This design comes from an exercise in tuning for small area, a short achievable clock period and few clock cycles per item on the open sky130 flow, not from production work. No run shown here included a check of the RTL's function; only the layout flow was run. No activity file was given, so power comes from the tool's default toggle rates.

==> design.v <==
`default_nettype none
package taurus_decode_pkg;
    localparam int xlen = 64;
    typedef enum logic [2:0] {
        fmt_r       = 3'd0,
        fmt_i       = 3'd1,
        fmt_s       = 3'd2,
        fmt_b       = 3'd3,
        fmt_u       = 3'd4,
        fmt_j       = 3'd5,
        fmt_illegal = 3'd6
    } inst_fmt_e;
    localparam logic [6:0] op_lui       = 7'b0110111;
    localparam logic [6:0] op_auipc     = 7'b0010111;
    localparam logic [6:0] op_jal       = 7'b1101111;
    localparam logic [6:0] op_jalr      = 7'b1100111;
    localparam logic [6:0] op_branch    = 7'b1100011;
    localparam logic [6:0] op_load      = 7'b0000011;
    localparam logic [6:0] op_store     = 7'b0100011;
    localparam logic [6:0] op_op_imm    = 7'b0010011;
    localparam logic [6:0] op_op        = 7'b0110011;
    localparam logic [6:0] op_op_imm_32 = 7'b0011011;
    localparam logic [6:0] op_op_32     = 7'b0111011;
    localparam logic [6:0] op_system    = 7'b1110011;
    localparam logic [2:0] cls_r     = 3'd0;
    localparam logic [2:0] cls_i     = 3'd1;
    localparam logic [2:0] cls_s     = 3'd2;
    localparam logic [2:0] cls_b     = 3'd3;
    localparam logic [2:0] cls_lui   = 3'd4;
    localparam logic [2:0] cls_j     = 3'd5;
    localparam logic [2:0] cls_ill   = 3'd6;
    localparam logic [2:0] cls_auipc = 3'd7;
    localparam int entry_w = xlen + 25 + 3 + 3;
    localparam int record_w = entry_w - 3 + 31 + 8;
    function automatic integer ceil_log2(input integer n);
        integer r, i;
        begin
            r = 0;
            for (i = 0; i < 31; i = i + 1) begin
                if ((1 << i) < n) r = i + 1;
            end
            ceil_log2 = r;
        end
    endfunction
endpackage
`default_nettype wire
`timescale 1ns/1ps
`default_nettype none
module common_bypass_buffer #(
    parameter int width      = 1,
    parameter int main_width = 1
) (
    input  wire      clk,
    input  wire      reset,
    input  wire [width-1:0] prev_data,
    input  wire      prev_valid,
    output logic     prev_ready,
    output logic [width-1:0]      sel_data,
    input  wire  [main_width-1:0] main_data,
    output logic [main_width-1:0] next_data,
    output logic     next_valid,
    input  wire      next_ready
);
    logic [width-1:0] skid_q;
    logic             main_v, skid_v;
    assign prev_ready = !skid_v;
    assign next_valid = main_v;
    assign sel_data   = skid_v ? skid_q : prev_data;
    always_ff @(posedge clk) begin
        if (!skid_v) begin
            skid_q <= prev_data;
        end
    end
    always_ff @(posedge clk) begin
        if (!main_v || next_ready) begin
            next_data <= main_data;
        end
    end
    always_ff @(posedge clk) begin
        if (reset) begin
            main_v <= 1'b0;
            skid_v <= 1'b0;
        end else begin
            if (!main_v || next_ready) begin
                main_v <= skid_v || prev_valid;
                skid_v <= 1'b0;
            end else if (!skid_v) begin
                skid_v <= prev_valid;
            end
        end
    end
endmodule
`default_nettype wire
`timescale 1ns/1ps
`default_nettype none
module decode_stage (
    input  wire  [31:0] in_inst,
    output logic [2:0]  out_cls
);
    always_comb begin
        case (in_inst[6:0])
            taurus_decode_pkg::op_op, taurus_decode_pkg::op_op_32:
                out_cls = taurus_decode_pkg::cls_r;
            taurus_decode_pkg::op_op_imm, taurus_decode_pkg::op_op_imm_32, taurus_decode_pkg::op_load,
            taurus_decode_pkg::op_jalr, taurus_decode_pkg::op_system:
                out_cls = taurus_decode_pkg::cls_i;
            taurus_decode_pkg::op_store:  out_cls = taurus_decode_pkg::cls_s;
            taurus_decode_pkg::op_branch: out_cls = taurus_decode_pkg::cls_b;
            taurus_decode_pkg::op_lui:    out_cls = taurus_decode_pkg::cls_lui;
            taurus_decode_pkg::op_auipc:  out_cls = taurus_decode_pkg::cls_auipc;
            taurus_decode_pkg::op_jal:    out_cls = taurus_decode_pkg::cls_j;
            default:                      out_cls = taurus_decode_pkg::cls_ill;
        endcase
    end
endmodule
module target_sel_stage (
    input  wire        op5,
    input  wire        op3,
    input  wire        op2,
    output logic [2:0] out_sel
);
    assign out_sel = {!op2, op2 && op3, op2 && !op3 && op5};
endmodule
`default_nettype wire
`timescale 1ns/1ps
`default_nettype none
module imm_gen_stage (
    input  wire  [2:0]  in_cls,
    input  wire  [31:7] inst,
    output taurus_decode_pkg::inst_fmt_e out_fmt,
    output logic [4:0]  out_rd,
    output logic [taurus_decode_pkg::xlen-1:0] out_imm
);
    always_comb begin
        case (in_cls)
            taurus_decode_pkg::cls_r:     out_fmt = taurus_decode_pkg::fmt_r;
            taurus_decode_pkg::cls_i:     out_fmt = taurus_decode_pkg::fmt_i;
            taurus_decode_pkg::cls_s:     out_fmt = taurus_decode_pkg::fmt_s;
            taurus_decode_pkg::cls_b:     out_fmt = taurus_decode_pkg::fmt_b;
            taurus_decode_pkg::cls_lui,
            taurus_decode_pkg::cls_auipc: out_fmt = taurus_decode_pkg::fmt_u;
            taurus_decode_pkg::cls_j:     out_fmt = taurus_decode_pkg::fmt_j;
            default:                      out_fmt = taurus_decode_pkg::fmt_illegal;
        endcase
    end
    assign out_rd = (in_cls == taurus_decode_pkg::cls_s || in_cls == taurus_decode_pkg::cls_b)
                    ? 5'd0 : inst[11:7];
    always_comb begin
        case (in_cls)
            taurus_decode_pkg::cls_i:   out_imm = {{52{inst[31]}}, inst[31:20]};
            taurus_decode_pkg::cls_s:   out_imm = {{52{inst[31]}}, inst[31:25], inst[11:7]};
            taurus_decode_pkg::cls_b:   out_imm = {{51{inst[31]}}, inst[31], inst[7],
                                                   inst[30:25], inst[11:8], 1'b0};
            taurus_decode_pkg::cls_lui,
            taurus_decode_pkg::cls_auipc: out_imm = {{32{inst[31]}}, inst[31:12], 12'd0};
            taurus_decode_pkg::cls_j:   out_imm = {{43{inst[31]}}, inst[31], inst[19:12],
                                                   inst[20], inst[30:21], 1'b0};
            default:                    out_imm = '0;
        endcase
    end
endmodule
`default_nettype wire
`timescale 1ns/1ps
`default_nettype none
module target_operand_stage (
    input  wire  [2:0]  in_sel,
    input  wire  [31:1] in_pc,
    input  wire  [31:7] inst,
    output logic [31:1] out_base,
    output logic [31:1] out_addend
);
    always_comb begin
        if (in_sel[2]) begin
            out_addend = {{19{inst[31]}}, inst[31], inst[7], inst[30:25], inst[11:8]};
        end else if (in_sel[1]) begin
            out_addend = {{11{inst[31]}}, inst[31], inst[19:12], inst[20], inst[30:21]};
        end else begin
            out_addend = {inst[31:12], 11'd0};
        end
    end
    assign out_base = in_sel[0] ? 31'd0 : in_pc;
endmodule
module target_calc_stage (
    input  wire  [2:0]  in_cls,
    input  wire  [31:1] in_base,
    input  wire  [31:1] in_addend,
    input  wire  [63:1] in_pc,
    input  wire         inst31,
    output logic [31:1] out_target_lo,
    output logic        out_step,      
    output logic [5:0]  out_len,       
    output logic        out_lui        
);
    logic        use_imm;
    logic [31:1] sum;
    logic [31:2] link;
    logic        sum_carry, link_carry;
    logic        neg;
    logic [63:32] run;    
    assign use_imm = in_cls == taurus_decode_pkg::cls_b || in_cls == taurus_decode_pkg::cls_j
                  || in_cls == taurus_decode_pkg::cls_auipc || in_cls == taurus_decode_pkg::cls_lui;
    prefix_adder #(.width(31)) u_add (
        .a    (in_base),
        .b    (in_addend),
        .sum  (sum),
        .cout (sum_carry)
    );
    assign {link_carry, link} = {1'b0, in_pc[31:2]} + 31'd1;
    assign out_target_lo = use_imm ? sum : {link, in_pc[1]};
    assign neg      = use_imm && inst31;
    assign out_step = use_imm ? sum_carry ^ inst31 : link_carry;
    assign out_lui  = in_cls == taurus_decode_pkg::cls_lui;
    prefix_and #(.width(32)) u_run (
        .a   (in_pc[63:32] ^ {32{neg}}),
        .all (run)
    );
    always_comb begin
        out_len = 6'd32;
        for (int i = 31; i >= 0; i--) begin
            if (!run[32 + i]) out_len = 6'(i);
        end
    end
endmodule
module target_hi_stage (
    input  wire  [63:32] in_pc,
    input  wire          inst31,
    input  wire          step,
    input  wire  [5:0]   len,
    input  wire          lui,
    output logic [63:32] out_target_hi
);
    logic [63:32] flip;
    always_comb begin
        for (int i = 0; i < 32; i++) begin
            flip[32 + i] = step && (6'(i) < len);
        end
    end
    assign out_target_hi = lui ? {32{inst31}} : in_pc ^ flip;
endmodule
module prefix_and #(
    parameter int width = 8
) (
    input  wire  [width-1:0] a,
    output logic [width-1:0] all
);
    localparam int levels = taurus_decode_pkg::ceil_log2(width);
    logic [width-1:0] t [0:levels];
    always_comb begin
        t[0] = {a[width-2:0], 1'b1};
        for (int l = 0; l < levels; l++) begin
            for (int i = 0; i < width; i++) begin
                if ((i >> l) % 2 == 1) begin
                    t[l+1][i] = t[l][i] & t[l][((i >> l) << l) - 1];
                end else begin
                    t[l+1][i] = t[l][i];
                end
            end
        end
    end
    assign all = t[levels];
endmodule
module prefix_adder #(
    parameter int width = 8,
    parameter int style = 1
) (
    input  wire  [width-1:0] a,
    input  wire  [width-1:0] b,
    output logic [width-1:0] sum,
    output logic             cout
);
    localparam int levels = taurus_decode_pkg::ceil_log2(width);
    logic [width-1:0] g [0:levels];
    logic [width-1:0] p [0:levels];
    always_comb begin
        g[0] = a & b;
        p[0] = a ^ b;
        for (int l = 0; l < levels; l++) begin
            for (int i = 0; i < width; i++) begin
                if (style == 0) begin
                    if (i >= (1 << l)) begin
                        g[l+1][i] = g[l][i] | (p[l][i] & g[l][i - (1 << l)]);
                        p[l+1][i] = p[l][i] & p[l][i - (1 << l)];
                    end else begin
                        g[l+1][i] = g[l][i];
                        p[l+1][i] = p[l][i];
                    end
                end else begin
                    if ((i >> l) % 2 == 1) begin
                        g[l+1][i] = g[l][i] | (p[l][i] & g[l][((i >> l) << l) - 1]);
                        p[l+1][i] = p[l][i] & p[l][((i >> l) << l) - 1];
                    end else begin
                        g[l+1][i] = g[l][i];
                        p[l+1][i] = p[l][i];
                    end
                end
            end
        end
    end
    assign sum  = p[0] ^ {g[levels][width-2:0], 1'b0};
    assign cout = g[levels][width-1];
endmodule
`default_nettype wire
`timescale 1ns/1ps
`default_nettype none
module decode_pipe_top (
    input  wire             clk,
    input  wire             reset,
    input  wire             in_valid,
    output logic            in_ready,
    input  wire [taurus_decode_pkg::xlen-1:0]  in_pc,
    input  wire [31:0]      in_inst,
    output logic            out_valid,
    input  wire             out_ready,
    output logic [taurus_decode_pkg::xlen-1:0] out_pc,
    output taurus_decode_pkg::inst_fmt_e       out_fmt,
    output logic [4:0]      out_rd,
    output logic [taurus_decode_pkg::xlen-1:0] out_imm,
    output logic [taurus_decode_pkg::xlen-1:0] out_target
);
    logic [2:0]  in_cls, s_cls, q_cls;
    logic [63:0] s_pc;
    logic [31:7] s_inst, q_inst;
    logic [31:1] s_tlo, q_tlo;
    logic        s_step, s_lui, q_step, q_lui;
    logic [5:0]  s_len, q_len;
    logic [2:0]  s_op;      
    logic [2:0]  s_sel;
    logic [31:1] s_base, s_addend;
    decode_stage u_decode (
        .in_inst (in_inst),
        .out_cls (in_cls)
    );
    target_sel_stage u_target_sel (
        .op5     (s_op[2]),
        .op3     (s_op[1]),
        .op2     (s_op[0]),
        .out_sel (s_sel)
    );
    target_operand_stage u_operand (
        .in_sel     (s_sel),
        .in_pc      (s_pc[31:1]),
        .inst       (s_inst),
        .out_base   (s_base),
        .out_addend (s_addend)
    );
    target_calc_stage u_target_calc (
        .in_cls        (s_cls),
        .in_base       (s_base),
        .in_addend     (s_addend),
        .in_pc         (s_pc[63:1]),
        .inst31        (s_inst[31]),
        .out_target_lo (s_tlo),
        .out_step      (s_step),
        .out_len       (s_len),
        .out_lui       (s_lui)
    );
    common_bypass_buffer #(
        .width      (taurus_decode_pkg::entry_w),
        .main_width (taurus_decode_pkg::record_w)
    ) u_buffer (
        .clk        (clk),
        .reset      (reset),
        .prev_data  ({in_pc, in_inst[31:7], in_cls, in_inst[5], in_inst[3:2]}),
        .prev_valid (in_valid),
        .prev_ready (in_ready),
        .sel_data   ({s_pc, s_inst, s_cls, s_op}),
        .main_data  ({s_pc, s_inst, s_cls, s_tlo, s_step, s_len, s_lui}),
        .next_data  ({out_pc, q_inst, q_cls, q_tlo, q_step, q_len, q_lui}),
        .next_valid (out_valid),
        .next_ready (out_ready)
    );
    imm_gen_stage u_imm_gen (
        .in_cls  (q_cls),
        .inst    (q_inst),
        .out_fmt (out_fmt),
        .out_rd  (out_rd),
        .out_imm (out_imm)
    );
    target_hi_stage u_target_hi (
        .in_pc         (out_pc[63:32]),
        .inst31        (q_inst[31]),
        .step          (q_step),
        .len           (q_len),
        .lui           (q_lui),
        .out_target_hi (out_target[63:32])
    );
    assign out_target[31:1] = q_tlo;
    assign out_target[0]    = out_pc[0] && !q_lui;
endmodule
`default_nettype wire
==> flow/run.sh <==
#!/bin/bash
# The standard layout (standard.sh) with four changes:
#  - the port buffers are the smallest buffer cell (buf_1), resized later as
#    timing needs;
#  - full adders are left to ABC instead of being extracted into adder cells;
#  - the upper-half and lower-half target logic are mapped on their own, so
#    that ABC keeps their depth short;
#  - the slow stacked AND/OR cells are kept out of mapping and resizing, on
#    top of the platform's own don't-use list.
# Each tool's full output is in the ORFS logs under orfs/logs; make's own
# output is in standard.log.
PLATFORM_DONT_USE="sky130_fd_sc_hd__probe_p_8 sky130_fd_sc_hd__probec_p_8 sky130_fd_sc_hd__lpflow_bleeder_1 sky130_fd_sc_hd__lpflow_clkbufkapwr_1 sky130_fd_sc_hd__lpflow_clkbufkapwr_16 sky130_fd_sc_hd__lpflow_clkbufkapwr_2 sky130_fd_sc_hd__lpflow_clkbufkapwr_4 sky130_fd_sc_hd__lpflow_clkbufkapwr_8 sky130_fd_sc_hd__lpflow_clkinvkapwr_1 sky130_fd_sc_hd__lpflow_clkinvkapwr_16 sky130_fd_sc_hd__lpflow_clkinvkapwr_2 sky130_fd_sc_hd__lpflow_clkinvkapwr_4 sky130_fd_sc_hd__lpflow_clkinvkapwr_8 sky130_fd_sc_hd__lpflow_decapkapwr_12 sky130_fd_sc_hd__lpflow_decapkapwr_3 sky130_fd_sc_hd__lpflow_decapkapwr_4 sky130_fd_sc_hd__lpflow_decapkapwr_6 sky130_fd_sc_hd__lpflow_decapkapwr_8 sky130_fd_sc_hd__lpflow_inputiso0n_1 sky130_fd_sc_hd__lpflow_inputiso0p_1 sky130_fd_sc_hd__lpflow_inputiso1n_1 sky130_fd_sc_hd__lpflow_inputiso1p_1 sky130_fd_sc_hd__lpflow_inputisolatch_1 sky130_fd_sc_hd__lpflow_isobufsrc_1 sky130_fd_sc_hd__lpflow_isobufsrc_16 sky130_fd_sc_hd__lpflow_isobufsrc_2 sky130_fd_sc_hd__lpflow_isobufsrc_4 sky130_fd_sc_hd__lpflow_isobufsrc_8 sky130_fd_sc_hd__lpflow_isobufsrckapwr_16 sky130_fd_sc_hd__lpflow_lsbuf_lh_hl_isowell_tap_1 sky130_fd_sc_hd__lpflow_lsbuf_lh_hl_isowell_tap_2 sky130_fd_sc_hd__lpflow_lsbuf_lh_hl_isowell_tap_4 sky130_fd_sc_hd__lpflow_lsbuf_lh_isowell_4 sky130_fd_sc_hd__lpflow_lsbuf_lh_isowell_tap_1 sky130_fd_sc_hd__lpflow_lsbuf_lh_isowell_tap_2 sky130_fd_sc_hd__lpflow_lsbuf_lh_isowell_tap_4"
SLOW=""
for c in a2111o a311o a32o a41o and4 and4b and4bb o2111a o311a o32a o41a or3 or3b or4 or4b or4bb maj3; do
  for n in 1 2 4; do SLOW="$SLOW sky130_fd_sc_hd__${c}_$n"; done
done
bash standard.sh BUFFER_PORTS_ARGS="-buffer_cell sky130_fd_sc_hd__buf_1" ADDER_MAP_FILE= \
  DONT_USE_CELLS="$PLATFORM_DONT_USE$SLOW" SYNTH_KEEP_MODULES="target_hi_stage target_calc_stage" finish > standard.log 2>&1
==> standard.sh <==
#!/bin/bash
# synth_recipe.tcl (not shown) runs the flow's synth.tcl, then flattens the netlist and writes it again
# the make line also repeats each setting of config.mk as NAME=value (left out here)
make -C /OpenROAD-flow-scripts/flow DESIGN_CONFIG=/design/flow/config.mk WORK_HOME=/design/flow/orfs CLKGATE_MAP_FILE= SYNTH_SCRIPT=/design/flow/synth_recipe.tcl "${@:-finish}"
==> config.mk <==
export PLATFORM = sky130hd
export DESIGN_NAME = decode_pipe_top
export DESIGN_NICKNAME = decode_pipe_top
export VERILOG_FILES = /design/flow/design.v
export SDC_FILE = /design/flow/constraint.sdc
export NUM_CORES = 4
export LEC_CHECK = 0
export ABC_AREA = 1
export CAP_MARGIN = 20
export CORE_MARGIN = 2
export CORE_UTILIZATION = 65
export CTS_CLUSTER_DIAMETER = 100
export CTS_CLUSTER_SIZE = 25
export SETUP_SLACK_MARGIN = 1.8
export SLEW_MARGIN = 20
==> constraint.sdc <==
create_clock -name core_clock -period 5.5 [get_ports {clk}]
set_input_delay 1.1000 -clock core_clock [delete_from_list [all_inputs] [get_ports {clk}]]
set_output_delay 1.1000 -clock core_clock [all_outputs]
set_load 0.01 [all_outputs]
==> flow_summary.toml, run 1 <==
[worst_setup_path]
crit_start = "in_inst[2]"
arrival_ns = 4.26
worstSetupPathType = "in -> reg"
r2r_start = "u_buffer.skid_v$_SDFF_PP0_"
endpoint_kind = "flop"
critPathSlowestCell = "or2_4"
crit_top_cell = "nand2_1"
crit_fanout = 5
critPathMaxStageDelay_ns = 0.25
required_ns = 5.73
startpoint_type = "primary input"

[timing]
relSlewSlack_pct = 26.5
rsz0062_at_grt = "yes"
finClkSkew_ns = 0.0220
fmax_ghz = 0.248
fin_crit_ns = 4.03
final-hold-violation-count = 0
period_share_pct = 73.3
layout_setup_ws_ns = 1.47
hold_ws_ns = 0.470
fin_tns_setup_ns = 0
maxSlewViolCount = 0
tightest_slew_ns = 1.10
setup_viol = 0

[power_and_ir_drop]
leakage_nw = 7.66
p_per_area_nw_per_um2 = 269
peakVddDrop_mv = 0.311
p_total_mw = 4.32

[placement]
dp.cells = 2219
port_buffers = 301
place_ws_ns = 0.476
post-dp-hpwl_microns = 24400
globalplace.congestion = 0.921
placed_area_sq_um = 14000

[layout]
fin_nets = 2161
num-fill-cells = 1219
fin_util_pct = 82.7
area_growth_pct = 25.2
layout.cells.non_filler = 2335
multiInputGateArea_sq_um = 6360
drive_gt1_share_pct = 17.0
final_area_sq_um = 16000
regArea_sq_um = 5880

[run_status]
status = "timing/DRC/antenna clean"

[die]
num_rows = 51
fp.dieH_microns = 144
io_pins = 302
die_area_sq_um = 20900
die_w_microns = 144
start_util_pct = 66.1
coreArea_sq_um = 19400

[global_route]
grt_max_degree = 134
grt.total_usage_pct = 33.3
antenna_found_initial = 0
grt-ovfl-total = 0
first_global_vias = 11200
grt_pass1_wl_microns = 54600

[clock_tree]
ctsRootBufferMaster = "clkbuf_16"
clkTransAtPathRegs_ns = 0.10
cts_buffers = 13
cts_buffer_depth = 3
h-tree-depth = 1
cts-hold-fix-buffers = 0
clk_latency_ns = 0.49
cts_tree = "built"
cts.sinks = 228

[synth]
synthArstFlopShare_pct = 0
synth_flop_cell = "edfxtp_1"
ys_warn_count = 11
syn_inst = 1727
ys_ff_latch = 228
syn_avg_cell_area_sq_um = 7.42
synth.distinct_cells = 58
netlist_area_sq_um = 12800
syn_nets = 1827
synth_edf_count = 131
ys_seq_area_share_pct = 45.9

[hold_path]
worstHoldStart = "u_buffer.skid_q[94]$_DFF_P_"
hold_class = "reg -> reg"

[drt]
num_vias = 12900
drc = 0
dr.pass1.iters = 8
drt-initial-drc-count = 1042
vias_per_cell = 5.54
ant_nets = 0
finalWirelength_microns = 39600
routedWlPerCell_microns = 16.9

[job]
drv_cap = 0
per-module statistics from Yosys (local to each module, per instance):
module             area [sq um]  cells  flops+latches  times used
decode_pipe_top            8500    823            228           1
target_calc_stage          3200    672              0           1
target_hi_stage            1110    232              0           1
power by group:
| group | total (mW) | internal, mW | leakage (nW) | switching, mW |
|---|---|---|---|---|
| Sequential | 2.04 | 1.97 | 2.18 | 0.0744 |
| Combinational | 1.23 | 0.430 | 5.28 | 0.798 |
| Clock | 1.04 | 0.487 | 0.194 | 0.557 |
path summary, 6_finish.rpt:
kind,slack (ns),end,cells past startpoint
setup / recovery,1.47,u_buffer.next_data[30]$_DFFE_PP_,28
hold / removal,0.47,u_buffer.skid_q[94]$_DFF_P_,2
setup reg to reg,1.57,u_buffer.next_data[30]$_DFFE_PP_,27
hold reg to reg,0.47,u_buffer.skid_q[94]$_DFF_P_,2
cell type report:
| type | instances | share of cell area (%) |
|---|---|---|
| Multi-Input combinational cell | 1193 | 39.7 |
| Clock inverter | 2 | 0.179 |
| Inverter | 225 | 5.51 |
| Sequential cell | 228 | 36.6 |
| Antenna cell | 2 | 0.0312 |
| Timing Repair Buffer | 400 | 13.6 |
| Clock buffer | 20 | 2.32 |
| Tap cell | 265 | 2.07 |
critical path: cells and delay by family:
family | cells | cell delay, ns
compound gates | 6 | 0.85
buf+inv | 7 | 0.80
xor+xnor | 1 | 0.21
simple gates | 14 | 1.27
sequential cells by signal, summed over array words and instances, names as in the netlist:
signal / count
u_buffer.next_data: 131
u_buffer.main_v: 1
u_buffer.skid_q: 95
u_buffer.skid_v: 1
cell usage after synthesis, types with 7 or more instances:
master,n,share of area [%]
nand2_1,636,19
inv_1,214,6.3
nor2_1,137,4.0
edfxtp_1,131,31
nand3_1,130,5.1
dfxtp_1,97,15
o21ai_0,61,2.4
a21oi_1,38,1.5
buf_4,38,2.2
buf_2,27,1.1
xor2_1,23,1.6
nor3_1,16,0.62
nand4_1,14,0.68
nand3b_1,13,0.76
o21ai_2,12,0.82
inv_2,11,0.32
clkbuf_1,10,0.29
nand2_2,10,0.49
nor2_2,10,0.49
o22ai_1,8,0.39
or2_2,8,0.39
a31oi_1,7,0.34
buf_6,7,0.62
xnor2_1,7,0.48
logic make-up (layout without fill, tap and decap cells):
kind of cell / Yosys count / after routing / share of synthesized area [%]
other: 0 / 2 / 0
AND/OR/NAND/NOR: 1002 / 1004 / 33.6
flip-flops: 228 / 228 / 45.9
XOR/XNOR: 30 / 30 / 2.05
AO/OA/AOI/OAI: 158 / 159 / 7.56
buffers and inverters: 309 / 647 / 10.9
repair_timing:
item	in CTS	in global routing
buffers inserted	55	31
endpoints found under the setup margin	68	63
gates cloned	2	4
resized for setup	99	142
pin swaps	44	78
per-layer routing:
| metal | share of wire, % | track usage, % | vias up |
|---|---|---|---|
| li1 | - | - | 6135 |
| met1 | 39 | 42.9 | 5896 |
| met2 | 48 | 55.7 | 737 |
| met3 | 8.2 | 4.90 | 164 |
| met4 | 4.8 | 15.2 | 0 |
| met5 | 0 | 0 | - |
layout by cell type, fill, tap and decap left out, types with 4 or more instances in the layout:
cell       synthesis  final
a21oi_1           38     26
a21oi_2            1     11
a31oi_1            7      5
buf_1              1    294
buf_12             0      4
buf_4             38     60
buf_6              7     34
clkbuf_1          10      6
clkbuf_16          0     16
dfxtp_1           97     96
edfxtp_1         131    131
inv_1            214    200
inv_2             11     18
nand2_1          636    573
nand2_2           10     53
nand2_4            6     22
nand2_8            0      6
nand3_1          130    116
nand3_2            1     12
nand3b_1          13     13
nand4_1           14     14
nor2_1           137    117
nor2_2            10     17
nor2_4             6     19
nor3_1            16     14
nor3_4             2      4
o21ai_0           61     42
o21ai_1            5     18
o21ai_2           12     14
o21ai_4            3      7
o22ai_1            8      6
o31ai_1            5      4
or2_2              8      8
xnor2_1            7      5
xor2_1            23     22
==> inputs of run 2 (changes only) <==
--- a/config.mk
+++ b/config.mk
@@ -11,5 +11,5 @@
 export CORE_UTILIZATION = 65
 export CTS_CLUSTER_DIAMETER = 100
 export CTS_CLUSTER_SIZE = 25
-export SETUP_SLACK_MARGIN = 1.8
+export SETUP_SLACK_MARGIN = 2.1
 export SLEW_MARGIN = 20
==> flow_summary.toml, run 2 <==
[worst_setup_path]
cp_top_family = "simple AND/OR/NAND/NOR gates"
crit_buf_inv = 6
arrival_ns = 4.33
crit_top_cell = "nand2_1"
startpoint_type = "primary input"
critPathSlowestCell = "nor2_2"
crit_fanout = 6
endpoint_kind = "flop"
required_ns = 5.74
reg2reg_slack_ns = 1.73
worstSetupPathType = "in -> reg"
critPathMaxStageDelay_ns = 0.31

[synth]
synth_most_common_cell = "nand2_1"
synth_top_area_cell = "edfxtp_1"
ys_warn_count = 11
synth_flop_cell = "edfxtp_1"
syn_avg_cell_area_sq_um = 7.42
ys_ff_latch = 228
syn_inst = 1727
yosys-top-cells-area = "edfxtp_1, nand2_1, dfxtp_1"
ys_seq_area_share_pct = 45.9
netlist_area_sq_um = 12800
synth_top_area_share_pct = 30.7
synth_edf_count = 131
synthArstFlopShare_pct = 0
ys_top_cells_by_count = "nand2_1, inv_1, nor2_1, edfxtp_1, nand3_1"
synth.distinct_cells = 58
syn_nets = 1827

[layout]
top_register = "u_buffer.next_data"
area_growth_pct = 25.1
final_cell_mix = "nand2_1, buf_1, inv_1"
reg_top3 = "u_buffer.next_data: 131 flops, u_buffer.skid_q: 95 flops"
mostFrequentLayoutCell = "nand2_1"
num-fill-cells = 1193
fin_nets = 2169
largest_register_ffs = 131
drive_gt1_share_pct = 16.9
final_area_sq_um = 16000

[drt]
vias_per_cell = 5.64
dr.pass1.iters = 9
finalWirelength_microns = 40900
drc = 0
drt-initial-drc-count = 1138
routedWlPerCell_microns = 17.5
num_vias = 13200
ant_nets = 0

[timing]
final-hold-violation-count = 0
layout_setup_ws_ns = 1.41
maxSlewViolCount = 0
setup_viol = 0
hold_ws_ns = 0.482
period_share_pct = 74.3
finClkSkew_ns = 0.0273
rsz0062_at_grt = "yes"
fin_crit_ns = 4.09
fmax_ghz = 0.245
relSlewSlack_pct = 31.2
tightest_slew_ns = 1.03
fin_tns_setup_ns = 0

[placement]
post-dp-hpwl_microns = 25000
globalplace.congestion = 0.910
placed_area_sq_um = 14000
port_buffers = 301
place_ws_ns = 0.367

[clock_tree]
h-tree-depth = 1
cts_buffers = 13
cts-hold-fix-buffers = 0
cts_buffer_depth = 3
clkTransAtPathRegs_ns = 0.10
cts_tree = "built"
cts.sinks = 228
clk_latency_ns = 0.49
ctsRootBufferMaster = "clkbuf_16"

[die]
coreArea_sq_um = 19400
num_rows = 51
fp.dieH_microns = 144
die_area_sq_um = 20900
die_w_microns = 144
start_util_pct = 66.1
io_pins = 302

[run_status]
status = "timing/DRC/antenna clean"

[global_route]
grt_pass1_wl_microns = 55700
grt_use_met2_pct = 57.4
grt-busiest-layer = "met2"
grt-ovfl-total = 0
use_met3_pct = 5.66
first_global_vias = 11300
grt_max_degree = 134
antenna_found_initial = 1
grt.total_usage_pct = 33.8
grtUsageMet1_pct = 42.9

[job]
drv_cap = 0

[hold_path]
hold_class = "reg -> reg"

[power_and_ir_drop]
p_total_mw = 4.29
peakVddDrop_mv = 0.240
p_per_area_nw_per_um2 = 267
leakage_nw = 7.68
[run 2: final timing paths]
check,start,endpoint,cells past startpoint
hold reg to reg,u_buffer.skid_q[23]$_DFF_P_,u_buffer.skid_q[23]$_DFF_P_,2
setup / recovery,in_inst[0],u_buffer.next_data[1]$_DFFE_PP_,36
hold / removal,u_buffer.skid_q[23]$_DFF_P_,u_buffer.skid_q[23]$_DFF_P_,2
setup reg to reg,u_buffer.skid_v$_SDFF_PP0_,u_buffer.next_data[38]$_DFFE_PP_,26
[run 2: power by group]
part / total [mW] / leakage (nW) / internal (mW) / switching, mW
combinational: 1.23 / 5.31 / 0.427 / 0.802
clock: 1.01 / 0.184 / 0.461 / 0.554
sequential: 2.04 / 2.18 / 1.97 / 0.0728
total: 4.29 / 7.68 / 2.86 / 1.43
[run 2: kinds of logic after synthesis]
logic type / count (synthesis) / synth area share (%)
xor gates and xnor gates: 30 / 2.05
DFF: 228 / 45.9
buffers and inverters: 309 / 10.9
and+or+nand+nor: 1002 / 33.6
AOI/OAI and AO/OA: 158 / 7.56
[run 2: final cells by class]
cell class	count	area, sq um	share of cell area, %
Clock inverter	2	38.8	0.242
Antenna cell	1	2.50	0.0156
Timing Repair Buffer	407	2230	13.9
Timing Repair inverter	1	5.00	0.0312
Clock buffer	20	352	2.19
Inverter	225	877	5.47
Multi-Input combinational cell	1193	6320	39.4
Sequential cell	228	5880	36.7
Tap cell	265	332	2.07
[run 2: metrics by stage]
step                      utilization, %  std cells
after floorplan                        -       1727
after global placement              72.2       2222
after detailed placement            72.2       2222
after CTS                           78.8       2302
after global routing                82.6       2341
final                               82.6       2342
[run 2: repair_timing]
item,4_1_cts,5_1_grt
pin swaps,56,63
setup buffers,53,38
gates cloned,5,1
setup endpoints to repair,72,81
gates resized for setup,114,106
[run 2: worst register-to-register path, cell delays in order, from the launching register on]
cell	delay (ns)
dfxtp_4	0.42
clkinv_2	0.13
or2_4	0.27
o21ai_4	0.07
buf_12	0.14
buf_6	0.11
nand2_1	0.09
o21ai_4	0.10
xor2_2	0.22
nand2_2	0.10
nand2_2	0.09
a21oi_2	0.06
nand2_1	0.09
nand3_2	0.09
nand2_2	0.10
o21bai_4	0.06
or2_4	0.24
a31oi_4	0.16
inv_2	0.09
o21ai_4	0.23
buf_6	0.15
buf_6	0.10
nand3_2	0.05
nand2_1	0.08
a21oi_1	0.06
o21ai_1	0.15
nand2_1	0.07
[run 2: Yosys stat by module (local to each module, per instance)]
| module | flops+latches | times used |
|---|---|---|
| target_calc_stage | 0 | 1 |
| decode_pipe_top | 228 | 1 |
| target_hi_stage | 0 | 1 |
[run 2: layer usage]
layer,vias to the layer above,share of wire [%]
met5,-,0
met4,0,5.4
met3,209,9.7
met2,831,48
met1,6017,37
li1,6148,-
==> inputs of run 3 (changes only) <==
--- a/design.v
+++ b/design.v
@@ -184,19 +184,16 @@
     input  wire  [2:0]  in_cls,
     input  wire  [31:1] in_base,
     input  wire  [31:1] in_addend,
-    input  wire  [63:1] in_pc,
+    input  wire  [31:1] in_pc,
     input  wire         inst31,
     output logic [31:1] out_target_lo,
     output logic        out_step,      
-    output logic [5:0]  out_len,       
     output logic        out_lui        
 );
     logic        use_imm;
     logic [31:1] sum;
     logic [31:2] link;
     logic        sum_carry, link_carry;
-    logic        neg;
-    logic [63:32] run;    
     assign use_imm = in_cls == taurus_decode_pkg::cls_b || in_cls == taurus_decode_pkg::cls_j
                   || in_cls == taurus_decode_pkg::cls_auipc || in_cls == taurus_decode_pkg::cls_lui;
     prefix_adder #(.width(31)) u_add (
@@ -207,11 +204,21 @@
     );
     assign {link_carry, link} = {1'b0, in_pc[31:2]} + 31'd1;
     assign out_target_lo = use_imm ? sum : {link, in_pc[1]};
-    assign neg      = use_imm && inst31;
     assign out_step = use_imm ? sum_carry ^ inst31 : link_carry;
     assign out_lui  = in_cls == taurus_decode_pkg::cls_lui;
+endmodule
+module target_len_stage (
+    input  wire  [2:0]   in_cls,
+    input  wire  [63:32] in_pc,
+    input  wire          inst31,
+    output logic [5:0]   out_len
+);
+    logic        neg;
+    logic [63:32] run;    
+    assign neg = inst31 && (in_cls == taurus_decode_pkg::cls_b || in_cls == taurus_decode_pkg::cls_j
+                         || in_cls == taurus_decode_pkg::cls_auipc || in_cls == taurus_decode_pkg::cls_lui);
     prefix_and #(.width(32)) u_run (
-        .a   (in_pc[63:32] ^ {32{neg}}),
+        .a   (in_pc ^ {32{neg}}),
         .all (run)
     );
     always_comb begin
@@ -347,13 +354,18 @@
         .in_cls        (s_cls),
         .in_base       (s_base),
         .in_addend     (s_addend),
-        .in_pc         (s_pc[63:1]),
+        .in_pc         (s_pc[31:1]),
         .inst31        (s_inst[31]),
         .out_target_lo (s_tlo),
         .out_step      (s_step),
-        .out_len       (s_len),
         .out_lui       (s_lui)
     );
+    target_len_stage u_target_len (
+        .in_cls  (s_cls),
+        .in_pc   (s_pc[63:32]),
+        .inst31  (s_inst[31]),
+        .out_len (s_len)
+    );
     common_bypass_buffer #(
         .width      (taurus_decode_pkg::entry_w),
         .main_width (taurus_decode_pkg::record_w)
--- a/flow/run.sh
+++ b/flow/run.sh
@@ -3,8 +3,9 @@
 #  - the port buffers are the smallest buffer cell (buf_1), resized later as
 #    timing needs;
 #  - full adders are left to ABC instead of being extracted into adder cells;
-#  - the upper-half and lower-half target logic are mapped on their own, so
-#    that ABC keeps their depth short;
+#  - the target logic (lower half, upper half and the count of upper-half
+#    bits a carry flips) is mapped module by module (kept as modules through
+#    ABC, flattened after), so that ABC keeps its depth short;
 #  - the slow stacked AND/OR cells are kept out of mapping and resizing, on
 #    top of the platform's own don't-use list.
 # Each tool's full output is in the ORFS logs under orfs/logs; make's own
@@ -15,4 +16,4 @@
   for n in 1 2 4; do SLOW="$SLOW sky130_fd_sc_hd__${c}_$n"; done
 done
 bash standard.sh BUFFER_PORTS_ARGS="-buffer_cell sky130_fd_sc_hd__buf_1" ADDER_MAP_FILE= \
-  DONT_USE_CELLS="$PLATFORM_DONT_USE$SLOW" SYNTH_KEEP_MODULES="target_hi_stage target_calc_stage" finish > standard.log 2>&1
+  DONT_USE_CELLS="$PLATFORM_DONT_USE$SLOW" SYNTH_KEEP_MODULES="target_hi_stage target_calc_stage target_len_stage" finish > standard.log 2>&1
--- a/config.mk
+++ b/config.mk
@@ -11,5 +11,5 @@
 export CORE_UTILIZATION = 65
 export CTS_CLUSTER_DIAMETER = 100
 export CTS_CLUSTER_SIZE = 25
-export SETUP_SLACK_MARGIN = 2.1
+export SETUP_SLACK_MARGIN = 1.8
 export SLEW_MARGIN = 20
==> flow_summary.toml, run 3 <==
[drt]
finalWirelength_microns = 37500
drc = 0
dr.pass1.iters = 7
routedWlPerCell_microns = 15.6
vias_per_cell = 5.40
ant_nets = 0
drt-initial-drc-count = 1063
num_vias = 12900

[worst_setup_path]
arrival_ns = 4.11
rr_worst_depth = 23
critPathSlowestCell = "a21oi_4"
r2r_start = "u_buffer.skid_v$_SDFF_PP0_"
worst_r2r_endpoint = "u_buffer.next_data[2]$_DFFE_PP_"
crit_buf_inv = 3
crit_fanout = 6
crit_top_cell = "nand2_1"
worstSetupPathType = "in -> reg"
cp_num_cells = 30
endpoint_kind = "flop"
reg2reg_slack_ns = 2.06
startpoint_type = "primary input"
cp_top_family = "simple AND/OR/NAND/NOR gates"
crit_end = "u_buffer.next_data[2]$_DFFE_PP_"
required_ns = 5.74
crit_start = "in_inst[1]"
critPathMaxStageDelay_ns = 0.24

[placement]
globalplace.congestion = 0.926
post-dp-hpwl_microns = 26200
port_buffers = 301

[synth]
synthMuxAreaShare_pct = 0
ys_warn_count = 11
synth_edf_count = 131
synth_top_family_by_area = "simple AND/OR/NAND/NOR gates"
synth_top_area_share_pct = 29.6
ys_seq_area_share_pct = 44.2
ys_top_cells_by_count = "nand2_1, inv_1, nand3_1, nor2_1, edfxtp_1"
ys_ff_latch = 228
synth.distinct_cells = 54
synth_top_area_cell = "edfxtp_1"
yosys-top-cells-area = "edfxtp_1, nand2_1, dfxtp_1"
syn_inst = 1846
netlist_area_sq_um = 13300
synth_xor_xnor_area_share_pct = 1.98
synth-simple-area-share_pct = 36.0
syn_nets = 1946
syn_avg_cell_area_sq_um = 7.20
synth_most_common_cell = "nand2_1"
synthAdderAreaFrac_pct = 0
synthArstFlopShare_pct = 0
synth_compound_area_share_pct = 7.03
synth_flop_cell = "edfxtp_1"

[die]
num_rows = 52
fp.dieH_microns = 147
io_pins = 302
die_area_sq_um = 21600
die_w_microns = 147
coreArea_sq_um = 20200
start_util_pct = 65.9

[timing]
finClkSkew_ns = 0.0265
maxSlewViolCount = 0
period_share_pct = 70.4
fin_tns_setup_ns = 0
rsz0062_at_grt = "yes"
tightest_slew_ns = 1.03
fmax_ghz = 0.258
relSlewSlack_pct = 31.4
fin_crit_ns = 3.87
final-hold-violation-count = 0
setup_viol = 0

[global_route]
grt_pass1_wl_microns = 56400
antenna_found_initial = 2
grt.total_usage_pct = 32.4
grt-ovfl-total = 0
first_global_vias = 11300
grt_max_degree = 134

[layout]
regArea_sq_um = 5880
final_cell_mix = "nand2_1, buf_1, inv_1"
drive_gt1_share_pct = 10.3
reg_top3 = "u_buffer.next_data: 131 flops, u_buffer.skid_q: 95 flops"
multiInputGateArea_sq_um = 6390
area_growth_pct = 16.5
fin_nets = 2218
largest_register_ffs = 131
mostFrequentLayoutCell = "nand2_1"
top_register = "u_buffer.next_data"
num-fill-cells = 1501

[clock_tree]
clkTransAtPathRegs_ns = 0.10
clk_latency_ns = 0.48
cts.sinks = 228
cts-hold-fix-buffers = 0
cts_tree = "built"
cts_buffer_depth = 3
cts_buffers = 13
h-tree-depth = 1
ctsRootBufferMaster = "clkbuf_16"

[power_and_ir_drop]
p_total_mw = 4.11
peakVddDrop_mv = 0.279
p_per_area_nw_per_um2 = 266
leakage_nw = 7.51

[run_status]
status = "timing/DRC/antenna clean"

[hold_path]
hold_class = "reg -> reg"

[job]
drv_cap = 0
-- run 3: how the worst min path moves through the flow --
| stage | to | depth (start not counted) | startpoint |
|---|---|---|---|
| after floorplan | u_buffer.skid_q[31]$_DFF_P_ | 2 | u_buffer.skid_q[31]$_DFF_P_ |
| after global placement | u_buffer.skid_q[31]$_DFF_P_ | 2 | u_buffer.skid_q[31]$_DFF_P_ |
| after detailed placement | u_buffer.skid_q[31]$_DFF_P_ | 2 | u_buffer.skid_q[31]$_DFF_P_ |
| final | u_buffer.skid_q[21]$_DFF_P_ | 2 | u_buffer.skid_q[21]$_DFF_P_ |
| after CTS | u_buffer.skid_q[31]$_DFF_P_ | 2 | u_buffer.skid_q[31]$_DFF_P_ |
| after global routing | u_buffer.skid_q[23]$_DFF_P_ | 2 | u_buffer.skid_q[23]$_DFF_P_ |
-- run 3: repair_timing --
action / in CTS / in global routing
setup endpoints to repair: 62 / 31
pin swaps: 33 / 29
gates cloned: 0 / 3
resized for setup: 68 / 54
buffers inserted: 12 / 17
-- run 3: kinds of logic after synthesis --
logic type | Yosys count
AND/OR/NAND/NOR | 1110
buffers and inverters | 323
flip-flops | 228
AO/OA/AOI/OAI | 155
XOR/XNOR | 30
-- run 3: modules after synthesis (local to each module, per instance) --
| module | area, sq um | times used | cells |
|---|---|---|---|
| target_calc_stage | 2780 | 1 | 597 |
| target_len_stage | 925 | 1 | 194 |
| decode_pipe_top | 8500 | 1 | 823 |
| target_hi_stage | 1090 | 1 | 232 |
-- run 3: layout make-up --
class,instances,share of cell area (%)
Multi-Input combinational cell,1296,41.2
Sequential cell,228,37.9
Timing Repair Buffer,335,9.86
Inverter,243,6.27
Clock buffer,20,2.27
Tap cell,270,2.18
Clock inverter,1,0.194
Timing Repair inverter,1,0.0323
Antenna cell,2,0.0323
-- run 3: stage by stage --
stage	util, %	hold slack, ns	setup WS, ns	instance area (sq um)	cells
floorplan	-	0.418	1.51	13400	1846
global placement	71.4	0.437	0.624	14400	2341
detailed placement	71.4	0.445	0.490	14400	2341
CTS	74.9	0.468	1.76	15100	2374
global route	76.8	0.504	1.41	15500	2395
finish	76.8	0.486	1.63	15500	2396
-- run 3: metal layers --
metal  wire length (microns)  GRT usage, %  vias up  share of wire, %
met2                   18200          56.1      580                49
met4                    1530          11.5        0               4.1
met1                   15200          42.4     5888                41
li1                        -             -     6353                 -
met5                       0             0        -                 0
met3                    2570          3.54      110               6.9
-- run 3: where the power goes --
group	switching, mW	total (mW)	internal, mW
sequential	0.0689	2.04	1.97
combinational	0.741	1.07	0.331
clock	0.547	1.00	0.457
-- run 3: worst register-to-register path, delay by kind of cell (launching register included) --
kind            cells  cell delay (ns)
flops               1             0.46
compound gates      2             0.22
simple gates       18             1.73
buf+inv             2             0.61
xor+xnor            1             0.17
==> inputs of run 4 (changes only) <==
--- a/design.v
+++ b/design.v
@@ -30,8 +30,8 @@
     localparam logic [2:0] cls_j     = 3'd5;
     localparam logic [2:0] cls_ill   = 3'd6;
     localparam logic [2:0] cls_auipc = 3'd7;
-    localparam int entry_w = xlen + 25 + 3 + 3;
-    localparam int record_w = entry_w - 3 + 31 + 8;
+    localparam int entry_w = xlen + 25 + 3;
+    localparam int record_w = entry_w + xlen;
     function automatic integer ceil_log2(input integer n);
         integer r, i;
         begin
@@ -55,6 +55,8 @@
     input  wire [width-1:0] prev_data,
     input  wire      prev_valid,
     output logic     prev_ready,
+    output logic                  sel_skid,
+    output logic [width-1:0]      skid_data,
     output logic [width-1:0]      sel_data,
     input  wire  [main_width-1:0] main_data,
     output logic [main_width-1:0] next_data,
@@ -65,6 +67,8 @@
     logic             main_v, skid_v;
     assign prev_ready = !skid_v;
     assign next_valid = main_v;
+    assign sel_skid   = skid_v;
+    assign skid_data  = skid_q;
     assign sel_data   = skid_v ? skid_q : prev_data;
     always_ff @(posedge clk) begin
         if (!skid_v) begin
@@ -114,12 +118,19 @@
     end
 endmodule
 module target_sel_stage (
-    input  wire        op5,
-    input  wire        op3,
-    input  wire        op2,
+    input  wire        known,
+    input  wire  [2:0] cls,
+    input  wire  [6:2] op,
     output logic [2:0] out_sel
 );
-    assign out_sel = {!op2, op2 && op3, op2 && !op3 && op5};
+    always_comb begin
+        if (known) begin
+            out_sel = {cls == taurus_decode_pkg::cls_b, cls == taurus_decode_pkg::cls_j,
+                       cls == taurus_decode_pkg::cls_lui};
+        end else begin
+            out_sel = {!op[2], op[2] && op[3], op[2] && !op[3] && op[5]};
+        end
+    end
 endmodule
 `default_nettype wire
 `timescale 1ns/1ps
@@ -184,18 +195,19 @@
     input  wire  [2:0]  in_cls,
     input  wire  [31:1] in_base,
     input  wire  [31:1] in_addend,
-    input  wire  [31:1] in_pc,
+    input  wire  [taurus_decode_pkg::xlen-1:0] in_pc,
     input  wire         inst31,
-    output logic [31:1] out_target_lo,
-    output logic        out_step,      
-    output logic        out_lui        
+    output logic [taurus_decode_pkg::xlen-1:0] out_target
 );
-    logic        use_imm;
+    logic        use_imm, is_lui;
     logic [31:1] sum;
     logic [31:2] link;
     logic        sum_carry, link_carry;
+    logic        inc, dec;
+    logic [63:32] ones, zeros;    
     assign use_imm = in_cls == taurus_decode_pkg::cls_b || in_cls == taurus_decode_pkg::cls_j
                   || in_cls == taurus_decode_pkg::cls_auipc || in_cls == taurus_decode_pkg::cls_lui;
+    assign is_lui  = in_cls == taurus_decode_pkg::cls_lui;
     prefix_adder #(.width(31)) u_add (
         .a    (in_base),
         .b    (in_addend),
@@ -203,46 +215,20 @@
         .cout (sum_carry)
     );
     assign {link_carry, link} = {1'b0, in_pc[31:2]} + 31'd1;
-    assign out_target_lo = use_imm ? sum : {link, in_pc[1]};
-    assign out_step = use_imm ? sum_carry ^ inst31 : link_carry;
-    assign out_lui  = in_cls == taurus_decode_pkg::cls_lui;
-endmodule
-module target_len_stage (
-    input  wire  [2:0]   in_cls,
-    input  wire  [63:32] in_pc,
-    input  wire          inst31,
-    output logic [5:0]   out_len
-);
-    logic        neg;
-    logic [63:32] run;    
-    assign neg = inst31 && (in_cls == taurus_decode_pkg::cls_b || in_cls == taurus_decode_pkg::cls_j
-                         || in_cls == taurus_decode_pkg::cls_auipc || in_cls == taurus_decode_pkg::cls_lui);
-    prefix_and #(.width(32)) u_run (
-        .a   (in_pc ^ {32{neg}}),
-        .all (run)
+    assign out_target[31:1] = use_imm ? sum : {link, in_pc[1]};
+    assign out_target[0]    = in_pc[0] && !is_lui;
+    assign inc = use_imm ? sum_carry && !inst31 : link_carry;
+    assign dec = use_imm && !sum_carry && inst31;
+    prefix_and #(.width(32)) u_ones (
+        .a   (in_pc[63:32]),
+        .all (ones)
     );
-    always_comb begin
-        out_len = 6'd32;
-        for (int i = 31; i >= 0; i--) begin
-            if (!run[32 + i]) out_len = 6'(i);
-        end
-    end
-endmodule
-module target_hi_stage (
-    input  wire  [63:32] in_pc,
-    input  wire          inst31,
-    input  wire          step,
-    input  wire  [5:0]   len,
-    input  wire          lui,
-    output logic [63:32] out_target_hi
-);
-    logic [63:32] flip;
-    always_comb begin
-        for (int i = 0; i < 32; i++) begin
-            flip[32 + i] = step && (6'(i) < len);
-        end
-    end
-    assign out_target_hi = lui ? {32{inst31}} : in_pc ^ flip;
+    prefix_and #(.width(32)) u_zeros (
+        .a   (~in_pc[63:32]),
+        .all (zeros)
+    );
+    assign out_target[63:32] = is_lui ? {32{inst31}}
+                                      : in_pc[63:32] ^ (({32{inc}} & ones) | ({32{dec}} & zeros));
 endmodule
 module prefix_and #(
     parameter int width = 8
@@ -256,8 +242,8 @@
         t[0] = {a[width-2:0], 1'b1};
         for (int l = 0; l < levels; l++) begin
             for (int i = 0; i < width; i++) begin
-                if ((i >> l) % 2 == 1) begin
-                    t[l+1][i] = t[l][i] & t[l][((i >> l) << l) - 1];
+                if (i >= (1 << l)) begin
+                    t[l+1][i] = t[l][i] & t[l][i - (1 << l)];
                 end else begin
                     t[l+1][i] = t[l][i];
                 end
@@ -327,44 +313,52 @@
     logic [2:0]  in_cls, s_cls, q_cls;
     logic [63:0] s_pc;
     logic [31:7] s_inst, q_inst;
-    logic [31:1] s_tlo, q_tlo;
-    logic        s_step, s_lui, q_step, q_lui;
-    logic [5:0]  s_len, q_len;
-    logic [2:0]  s_op;      
-    logic [2:0]  s_sel;
-    logic [31:1] s_base, s_addend;
+    logic [63:0] s_target;
+        logic        s_known;
+    logic [63:0] k_pc;
+    logic [31:7] k_inst;
+    logic [2:0]  k_cls;
+    logic [2:0]  in_sel, k_sel;
+    logic [31:1] in_base, in_addend, k_base, k_addend, s_base, s_addend;
     decode_stage u_decode (
         .in_inst (in_inst),
         .out_cls (in_cls)
     );
-    target_sel_stage u_target_sel (
-        .op5     (s_op[2]),
-        .op3     (s_op[1]),
-        .op2     (s_op[0]),
-        .out_sel (s_sel)
-    );
-    target_operand_stage u_operand (
-        .in_sel     (s_sel),
-        .in_pc      (s_pc[31:1]),
-        .inst       (s_inst),
-        .out_base   (s_base),
-        .out_addend (s_addend)
+    target_sel_stage u_in_sel (
+        .known   (1'b0),
+        .cls     (in_cls),
+        .op      (in_inst[6:2]),
+        .out_sel (in_sel)
+    );
+    target_operand_stage u_in_operand (
+        .in_sel     (in_sel),
+        .in_pc      (in_pc[31:1]),
+        .inst       (in_inst[31:7]),
+        .out_base   (in_base),
+        .out_addend (in_addend)
+    );
+    target_sel_stage u_skid_sel (
+        .known   (1'b1),
+        .cls     (k_cls),
+        .op      (5'd0),
+        .out_sel (k_sel)
     );
+    target_operand_stage u_skid_operand (
+        .in_sel     (k_sel),
+        .in_pc      (k_pc[31:1]),
+        .inst       (k_inst),
+        .out_base   (k_base),
+        .out_addend (k_addend)
+    );
+    assign s_base   = s_known ? k_base : in_base;
+    assign s_addend = s_known ? k_addend : in_addend;
     target_calc_stage u_target_calc (
         .in_cls        (s_cls),
         .in_base       (s_base),
         .in_addend     (s_addend),
-        .in_pc         (s_pc[31:1]),
+        .in_pc         (s_pc),
         .inst31        (s_inst[31]),
-        .out_target_lo (s_tlo),
-        .out_step      (s_step),
-        .out_lui       (s_lui)
-    );
-    target_len_stage u_target_len (
-        .in_cls  (s_cls),
-        .in_pc   (s_pc[63:32]),
-        .inst31  (s_inst[31]),
-        .out_len (s_len)
+        .out_target    (s_target)
     );
     common_bypass_buffer #(
         .width      (taurus_decode_pkg::entry_w),
@@ -372,12 +366,14 @@
     ) u_buffer (
         .clk        (clk),
         .reset      (reset),
-        .prev_data  ({in_pc, in_inst[31:7], in_cls, in_inst[5], in_inst[3:2]}),
+        .prev_data  ({in_pc, in_inst[31:7], in_cls}),
         .prev_valid (in_valid),
         .prev_ready (in_ready),
-        .sel_data   ({s_pc, s_inst, s_cls, s_op}),
-        .main_data  ({s_pc, s_inst, s_cls, s_tlo, s_step, s_len, s_lui}),
-        .next_data  ({out_pc, q_inst, q_cls, q_tlo, q_step, q_len, q_lui}),
+        .sel_skid   (s_known),
+        .skid_data  ({k_pc, k_inst, k_cls}),
+        .sel_data   ({s_pc, s_inst, s_cls}),
+        .main_data  ({s_pc, s_inst, s_cls, s_target}),
+        .next_data  ({out_pc, q_inst, q_cls, out_target}),
         .next_valid (out_valid),
         .next_ready (out_ready)
     );
@@ -388,15 +384,5 @@
         .out_rd  (out_rd),
         .out_imm (out_imm)
     );
-    target_hi_stage u_target_hi (
-        .in_pc         (out_pc[63:32]),
-        .inst31        (q_inst[31]),
-        .step          (q_step),
-        .len           (q_len),
-        .lui           (q_lui),
-        .out_target_hi (out_target[63:32])
-    );
-    assign out_target[31:1] = q_tlo;
-    assign out_target[0]    = out_pc[0] && !q_lui;
 endmodule
 `default_nettype wire
--- a/flow/run.sh
+++ b/flow/run.sh
@@ -1,11 +1,8 @@
 #!/bin/bash
-# The standard layout (standard.sh) with four changes:
+# The standard layout (standard.sh) with three changes:
 #  - the port buffers are the smallest buffer cell (buf_1), resized later as
 #    timing needs;
 #  - full adders are left to ABC instead of being extracted into adder cells;
-#  - the target logic (lower half, upper half and the count of upper-half
-#    bits a carry flips) is mapped module by module (kept as modules through
-#    ABC, flattened after), so that ABC keeps its depth short;
 #  - the slow stacked AND/OR cells are kept out of mapping and resizing, on
 #    top of the platform's own don't-use list.
 # Each tool's full output is in the ORFS logs under orfs/logs; make's own
@@ -16,4 +13,4 @@
   for n in 1 2 4; do SLOW="$SLOW sky130_fd_sc_hd__${c}_$n"; done
 done
 bash standard.sh BUFFER_PORTS_ARGS="-buffer_cell sky130_fd_sc_hd__buf_1" ADDER_MAP_FILE= \
-  DONT_USE_CELLS="$PLATFORM_DONT_USE$SLOW" SYNTH_KEEP_MODULES="target_hi_stage target_calc_stage target_len_stage" finish > standard.log 2>&1
+  DONT_USE_CELLS="$PLATFORM_DONT_USE$SLOW" finish > standard.log 2>&1
==> config.mk (replaced) <==
export PLATFORM = sky130hd
export DESIGN_NAME = decode_pipe_top
export DESIGN_NICKNAME = decode_pipe_top
export VERILOG_FILES = /design/flow/design.v
export SDC_FILE = /design/flow/constraint.sdc
export NUM_CORES = 4
export LEC_CHECK = 0
export CAP_MARGIN = 20
export CORE_MARGIN = 2
export CORE_UTILIZATION = 40
export SETUP_SLACK_MARGIN = 1.5
export SLEW_MARGIN = 20
==> flow_summary.toml, run 4 <==
[power_and_ir_drop]
p_total_mw = 5.22
peakVddDrop_mv = 0.223
seqPwrFrac_pct = 43.1
p_per_area_nw_per_um2 = 288
p_int_mw = 3.69
p_sw_share_pct = 29.4
leakage_nw = 6.61
p_clk_share_pct = 36.3
comb_power_share_pct = 20.7
switching_power_mw = 1.53

[die]
num_rows = 69
die_w_microns = 195
die_area_sq_um = 37900
coreArea_sq_um = 35700
start_util_pct = 40.7
io_pins = 302
fp.dieH_microns = 195

[worst_setup_path]
reg2reg_slack_ns = 1.61
required_ns = 5.80
crit_fanout = 8
crit_buf_inv = 4
worst_r2r_endpoint = "u_buffer.next_data[38]$_DFFE_PP_"
cp_top_family = "compound AO/OA/AOI/OAI gates"
rr_worst_depth = 14
arrival_ns = 4.23
critPathSlowestCell = "a211oi_2"
r2r_start = "u_buffer.skid_q[0]$_DFF_P_"
startpoint_type = "primary input"
critPathMaxStageDelay_ns = 0.39
endpoint_kind = "flop"
crit_chain = "clkbuf_4 > and3b_2 > buf_12 > buf_6 > o22ai_4 > a31oi_2 > a21oi_1 > a211oi_2 > nor4_4 > a2111oi_4 > buf_4 > a21oi_2 > or2_4 > a2111oi_4 > a211oi_1"
crit_top_cell = "a2111oi_4"
worstSetupPathType = "in -> reg"

[drt]
num_vias = 12900
ant_nets = 0
drt-initial-drc-count = 1052
vias_per_cell = 5.64
dr.pass1.iters = 5
routedWlPerCell_microns = 20.1
finalWirelength_microns = 45900
drc = 0

[layout]
mostFrequentLayoutCell = "buf_1"
area_growth_pct = 24.4
largest_register_ffs = 156
reg_top3 = "u_buffer.next_data: 156 flops, u_buffer.skid_q: 92 flops"
final_area_sq_um = 18100
drive_gt1_share_pct = 17.7
layout.cells.non_filler = 2280
fin_util_pct = 50.7
final_cell_mix = "buf_1, nand2_1, edfxtp_1"
fin_nets = 1890
top_register = "u_buffer.next_data"

[timing]
fmax_ghz = 0.254
layout_setup_ws_ns = 1.57
hold_ws_ns = 0.497
setup_viol = 0
relSlewSlack_pct = 32.5
tightest_slew_ns = 1.01
finClkSkew_ns = 0.0115
fin_tns_setup_ns = 0
rsz0062_at_grt = "yes"
period_share_pct = 71.5
final-hold-violation-count = 0
maxSlewViolCount = 0
fin_crit_ns = 3.93

[placement]
post-dp-hpwl_microns = 33000
dp.cells = 2168
place_ws_ns = 0.338
port_buffers = 301
placed_area_sq_um = 16000
globalplace.congestion = 0.899

[synth]
ys_ff_latch = 250
synth_top_area_cell = "edfxtp_1"
yosys-top-cells-area = "edfxtp_1, dfxtp_1, nand2_1"
syn_inst = 1485
synthArstFlopShare_pct = 0
syn_avg_cell_area_sq_um = 9.80
synth.distinct_cells = 96
synth_flop_cell = "edfxtp_1"
synth_edf_count = 156
syn_nets = 1585
ys_warn_count = 10
ys_seq_area_share_pct = 45.1
netlist_area_sq_um = 14600
ys_top_cells_by_count = "edfxtp_1, nand2_1, dfxtp_1, nor2_1, a21oi_1"
synth_top_area_share_pct = 32.2

[global_route]
grt_pass1_wl_microns = 68300
grt-ovfl-total = 0
antenna_found_initial = 9
grt.total_usage_pct = 22.8
first_global_vias = 12000
grt_max_degree = 87

[hold_path]
whs_path_depth = 1
min_to = "u_buffer.skid_q[10]$_DFF_P_"
worstHoldStart = "u_buffer.skid_q[10]$_DFF_P_"
hold_class = "reg -> reg"

[clock_tree]
cts_tree = "built"
clkTransAtPathRegs_ns = 0.07
cts_buffer_depth = 3
cts_buffers = 27
clk_latency_ns = 0.56
cts.sinks = 250
ctsRootBufferMaster = "clkbuf_16"
h-tree-depth = 1

[job]
drv_cap = 0

[run_status]
status = "timing/DRC/antenna clean"
## run 4: worst reg2reg max path: stages, from the launching register on
cell and delay, ns:
dfxtp_4 0.42, buf_4 0.21, and3b_2 0.31, a21oi_4 0.35
o211ai_1 0.20, xnor2_2 0.36, nand4_1 0.13, buf_4 0.19
a211oi_4 0.24, buf_12 0.16, o31a_1 0.36, o21ai_4 0.13
a211oi_2 0.24, nor3_1 0.07, o31a_1 0.27
## run 4: cells by family (layout without fill, tap and decap cells)
group / Yosys count / in the layout / synth area share [%]
buf+inv: 172 / 496 / 6.47
simple gates: 546 / 547 / 20.0
compound gates: 382 / 383 / 19.2
mux: 67 / 67 / 4.87
flops: 250 / 250 / 45.1
xor+xnor: 68 / 68 / 4.35
other cells: 0 / 8 / 0
## run 4: how the worst max path moves through the flow
stage	start	to	slack (ns)	cells past startpoint
final	in_inst[3]	u_buffer.next_data[50]$_DFFE_PP_	1.57	15
after global routing	in_inst[3]	u_buffer.next_data[22]$_DFFE_PP_	1.43	15
after CTS	in_inst[2]	u_buffer.next_data[38]$_DFFE_PP_	1.45	14
after detailed placement	in_inst[2]	u_buffer.next_data[45]$_DFFE_PP_	0.34	13
after global placement	in_inst[2]	u_buffer.next_data[50]$_DFFE_PP_	0.47	13
after floorplan	in_inst[2]	u_buffer.next_data[48]$_DFFE_PP_	1.40	16
## run 4: layer usage
| metal | up-vias | wire length [microns] | track usage (%) |
|---|---|---|---|
| li1 | 6113 | - | - |
| met3 | 87 | 3280 | 4.29 |
| met1 | 6172 | 19800 | 29.9 |
| met4 | 6 | 1320 | 7.21 |
| met2 | 487 | 21500 | 38.0 |
| met5 | - | 42 | 0.128 |
## run 4: cell type report
class | instances | area [sq um]
Fill cell | 3375 | 17600
Multi-Input combinational cell | 1065 | 7850
Sequential cell | 250 | 6580
Timing Repair Buffer | 381 | 1920
Clock buffer | 30 | 697
Tap cell | 461 | 577
Inverter | 65 | 246
Clock inverter | 20 | 223
Antenna cell | 8 | 20.0
## run 4: power groups by stage
stage | clock (mW) | sequential (mW) | combinational [mW]
floorplan | 0 | 2.32 | 0.640
global placement | 0 | 2.29 | 0.957
detailed placement | 0 | 2.29 | 0.966
CTS | 1.93 | 2.25 | 1.00
global route | 2.00 | 2.27 | 1.17
finish | 1.89 | 2.25 | 1.08
## run 4: repair_timing
| action | CTS | global route |
|---|---|---|
| hold buffers | 0 | 0 |
| endpoints found under the setup margin | 47 | 46 |
| gates cloned | 2 | 2 |
| setup buffers | 20 | 30 |
| resized for setup | 43 | 89 |
| pin swaps | 7 | 38 |
==> inputs of run 5 (changes only) <==
--- a/design.v
+++ b/design.v
@@ -32,16 +32,6 @@
     localparam logic [2:0] cls_auipc = 3'd7;
     localparam int entry_w = xlen + 25 + 3;
     localparam int record_w = entry_w + xlen;
-    function automatic integer ceil_log2(input integer n);
-        integer r, i;
-        begin
-            r = 0;
-            for (i = 0; i < 31; i = i + 1) begin
-                if ((1 << i) < n) r = i + 1;
-            end
-            ceil_log2 = r;
-        end
-    endfunction
 endpackage
 `default_nettype wire
 `timescale 1ns/1ps
@@ -236,7 +226,7 @@
     input  wire  [width-1:0] a,
     output logic [width-1:0] all
 );
-    localparam int levels = taurus_decode_pkg::ceil_log2(width);
+    localparam int levels = $clog2(width);
     logic [width-1:0] t [0:levels];
     always_comb begin
         t[0] = {a[width-2:0], 1'b1};
@@ -261,7 +251,7 @@
     output logic [width-1:0] sum,
     output logic             cout
 );
-    localparam int levels = taurus_decode_pkg::ceil_log2(width);
+    localparam int levels = $clog2(width);
     logic [width-1:0] g [0:levels];
     logic [width-1:0] p [0:levels];
     always_comb begin
==> flow/run.sh (replaced) <==
#!/bin/bash
# The standard layout (standard.sh), with two changes: the port buffers
# are the smallest buffer cell, and full adders are left to ABC instead of
# being extracted into adder cells before it. Each tool's output is in the
# ORFS logs under orfs/logs; make's own output is in standard.log.
bash standard.sh BUFFER_PORTS_ARGS="-buffer_cell sky130_fd_sc_hd__buf_1" ADDER_MAP_FILE= finish > standard.log 2>&1
==> flow_summary.toml, run 5 <==
[die]
start_util_pct = 40.7
io_pins = 302
coreArea_sq_um = 34600
die_area_sq_um = 36700
fp.dieH_microns = 192

[clock_tree]
cts.sinks = 250
h-tree-depth = 1
ctsRootBufferMaster = "clkbuf_16"
cts_tree = "built"
cts_buffer_depth = 3

[run_status]
status = "timing/DRC/antenna clean"

[power_and_ir_drop]
seqPwrFrac_pct = 43.4
leakage_nw = 6.67
comb_power_share_pct = 20.2
p_clk_share_pct = 36.4

[synth]
synthAdderAreaFrac_pct = 0.853
ys_seq_area_share_pct = 46.6
synthMuxAreaShare_pct = 5.79
ys_warn_count = 10
synth_top_family_by_area = "simple AND/OR/NAND/NOR gates"
synth_edf_count = 156
ys_top_cells_by_count = "edfxtp_1, nand2_1, dfxtp_1, nor2_1, a21oi_1"
synth_flop_cell = "edfxtp_1"
synth-simple-area-share_pct = 18.5
syn_nets = 1526
netlist_area_sq_um = 14100
synth.distinct_cells = 88
synth_most_common_cell = "edfxtp_1"
ys_ff_latch = 250
synth_top_area_cell = "edfxtp_1"
synth_top_area_share_pct = 33.3

[drt]
num_vias = 12600
vias_per_cell = 5.62
drc = 0
dr.pass1.iters = 5

[timing]
rsz0062_at_grt = "yes"
relSlewSlack_pct = 24.3
setup_viol = 0
layout_setup_ws_ns = 1.39
final-hold-violation-count = 0
fmax_ghz = 0.243
finClkSkew_ns = 0.0223
fin_crit_ns = 4.11
fin_tns_setup_ns = 0
tightest_slew_ns = 1.13

[layout]
fin_nets = 1854
fin_util_pct = 52.1
reg_top3 = "u_buffer.next_data: 156 flops, u_buffer.skid_q: 92 flops"
drive_gt1_share_pct = 19.4
multiInputGateArea_sq_um = 7520
largest_register_ffs = 156
num-fill-cells = 3201
final_cell_mix = "buf_1, edfxtp_1, nand2_1"

[global_route]
grt_max_degree = 95
antenna_found_initial = 4
grt.total_usage_pct = 23.4
grt_pass1_wl_microns = 66400

[placement]
placed_area_sq_um = 15600
post-dp-hpwl_microns = 31900
port_buffers = 301
place_ws_ns = 0.325
globalplace.congestion = 0.882

[worst_setup_path]
required_ns = 5.90
critPathSlowestCell = "or4_4"
crit_buf_inv = 6
critPathMaxStageDelay_ns = 0.58
endpoint_kind = "flop"
startpoint_type = "primary input"
cp_top_family = "simple AND/OR/NAND/NOR gates"

[hold_path]
hold_class = "reg -> reg"

[job]
drv_cap = 0
==> run 5: changes by cell type after synthesis, moves of 10 or more <==
cell	change
maj3_1	+12
clkbuf_1	+11
nand2_1	-11
or4_1	+11
nand3b_1	-10
nor2_1	-11
a21oi_1	-11
or3_1	+17
==> run 5: layout make-up <==
type                    count  area share, %
inverters                  57           1.23
repair buffers            406           12.3
multi-input cells        1011           41.6
well taps                 455           3.15
clock inverters            12          0.645
clock buffers              40           4.53
diodes                      1         0.0139
flip-flops and latches    250           36.4
==> run 5: per-stage QoR <==
stage / instances / hold slack (ns) / total power, mW
6_report: 2232 / 0.487 / 5.18
5_1_grt: 2231 / 0.517 / 5.40
4_1_cts: 2203 / 0.488 / 5.17
3_5_place_dp: 2102 / 0.471 / 3.21
3_3_place_gp: 2102 / 0.467 / 3.21
2_1_floorplan: 1426 / 0.451 / 2.92
==> run 5: path summary, 6_finish.rpt <==
path | from | end | slack, ns | cells past startpoint
max reg2reg | u_buffer.skid_v$_SDFF_PP0_ | u_buffer.next_data[56]$_DFFE_PP_ | 1.41 | 17
max | in_inst[5] | u_buffer.next_data[56]$_DFFE_PP_ | 1.39 | 17
min reg2reg | u_buffer.skid_q[28]$_DFF_P_ | u_buffer.skid_q[28]$_DFF_P_ | 0.49 | 1
min | u_buffer.skid_q[28]$_DFF_P_ | u_buffer.skid_q[28]$_DFF_P_ | 0.49 | 1
==> run 5: timing repair <==
item                                    in CTS  in global routing
buffers inserted                            47                 24
endpoints found under the setup margin      46                 44
gates resized for setup                     80                 78
cloned                                       2                  4
pin swaps                                   31                 66
==> run 5: worst reg2reg max path, cell delays in order (launching register included) <==
cell      delay, ns
dfxtp_4        0.37
buf_6          0.14
buf_4          0.17
and3b_2        0.27
a22o_4         0.29
buf_4          0.16
or4_4          0.58
o311ai_4       0.12
nor4_4         0.09
nand4_1        0.19
buf_4          0.14
and3_4         0.28
a21oi_4        0.08
buf_12         0.15
buf_6          0.12
o211ai_1       0.29
mux2_4         0.34
a211oi_2       0.14
==> run 5: logic make-up after synthesis <==
logic type,count (synthesis)
adder cells (fa/ha/maj),12
AO/OA/AOI/OAI,349
buffers and inverters,168
AND/OR/NAND/NOR,503
flip-flops,250
multiplexers,73
XOR/XNOR,71
==> run 5: per-layer routing <==
layer / vias to the layer above / wire length (microns) / GRT usage [%]
li1: 5964 / - / -
met1: 6028 / 18500 / 28.8
met2: 442 / 22200 / 40.1
met3: 110 / 2760 / 4.39
met4: 6 / 1930 / 9.91
met5: - / 41 / 0
==> run 5: power by group through the flow <==
stage / logic (mW) / registers [mW] / clock network, mW
2_1_floorplan: 0.606 / 2.32 / 0
3_3_place_gp: 0.921 / 2.28 / 0
3_5_place_dp: 0.926 / 2.28 / 0
4_1_cts: 0.994 / 2.25 / 1.93
5_1_grt: 1.14 / 2.26 / 2.00
6_report: 1.05 / 2.25 / 1.89

==> separate check: timing with driven ports <==
No port has a modelled driver above. Below, the same layouts with a new extraction and two added sets of constraints.
Step 1 assumes that a clkbuf_16 drives the clock port and a buf_2 every other input.
Step 2 also shifts input and output timing later by t, the mid clock arrival at the registers, as if the neighbouring blocks saw the same clock.
Slacks: ideal / step 1 / step 2; pairs: ideal / step 1.
run | t, ns | setup WS [ns]
run 1 | 0.524 | 1.468 / 1.456 / 0.932
run 2 | 0.522 | 1.412 / 1.392 / 0.870
run 3 | 0.510 | 1.627 / 1.634 / 1.123
run 4 | 0.610 | 1.570 / 1.574 / 0.964
run 5 | 0.609 | 1.386 / 1.377 / 0.768
After both steps setup and hold are still met in every run listed.
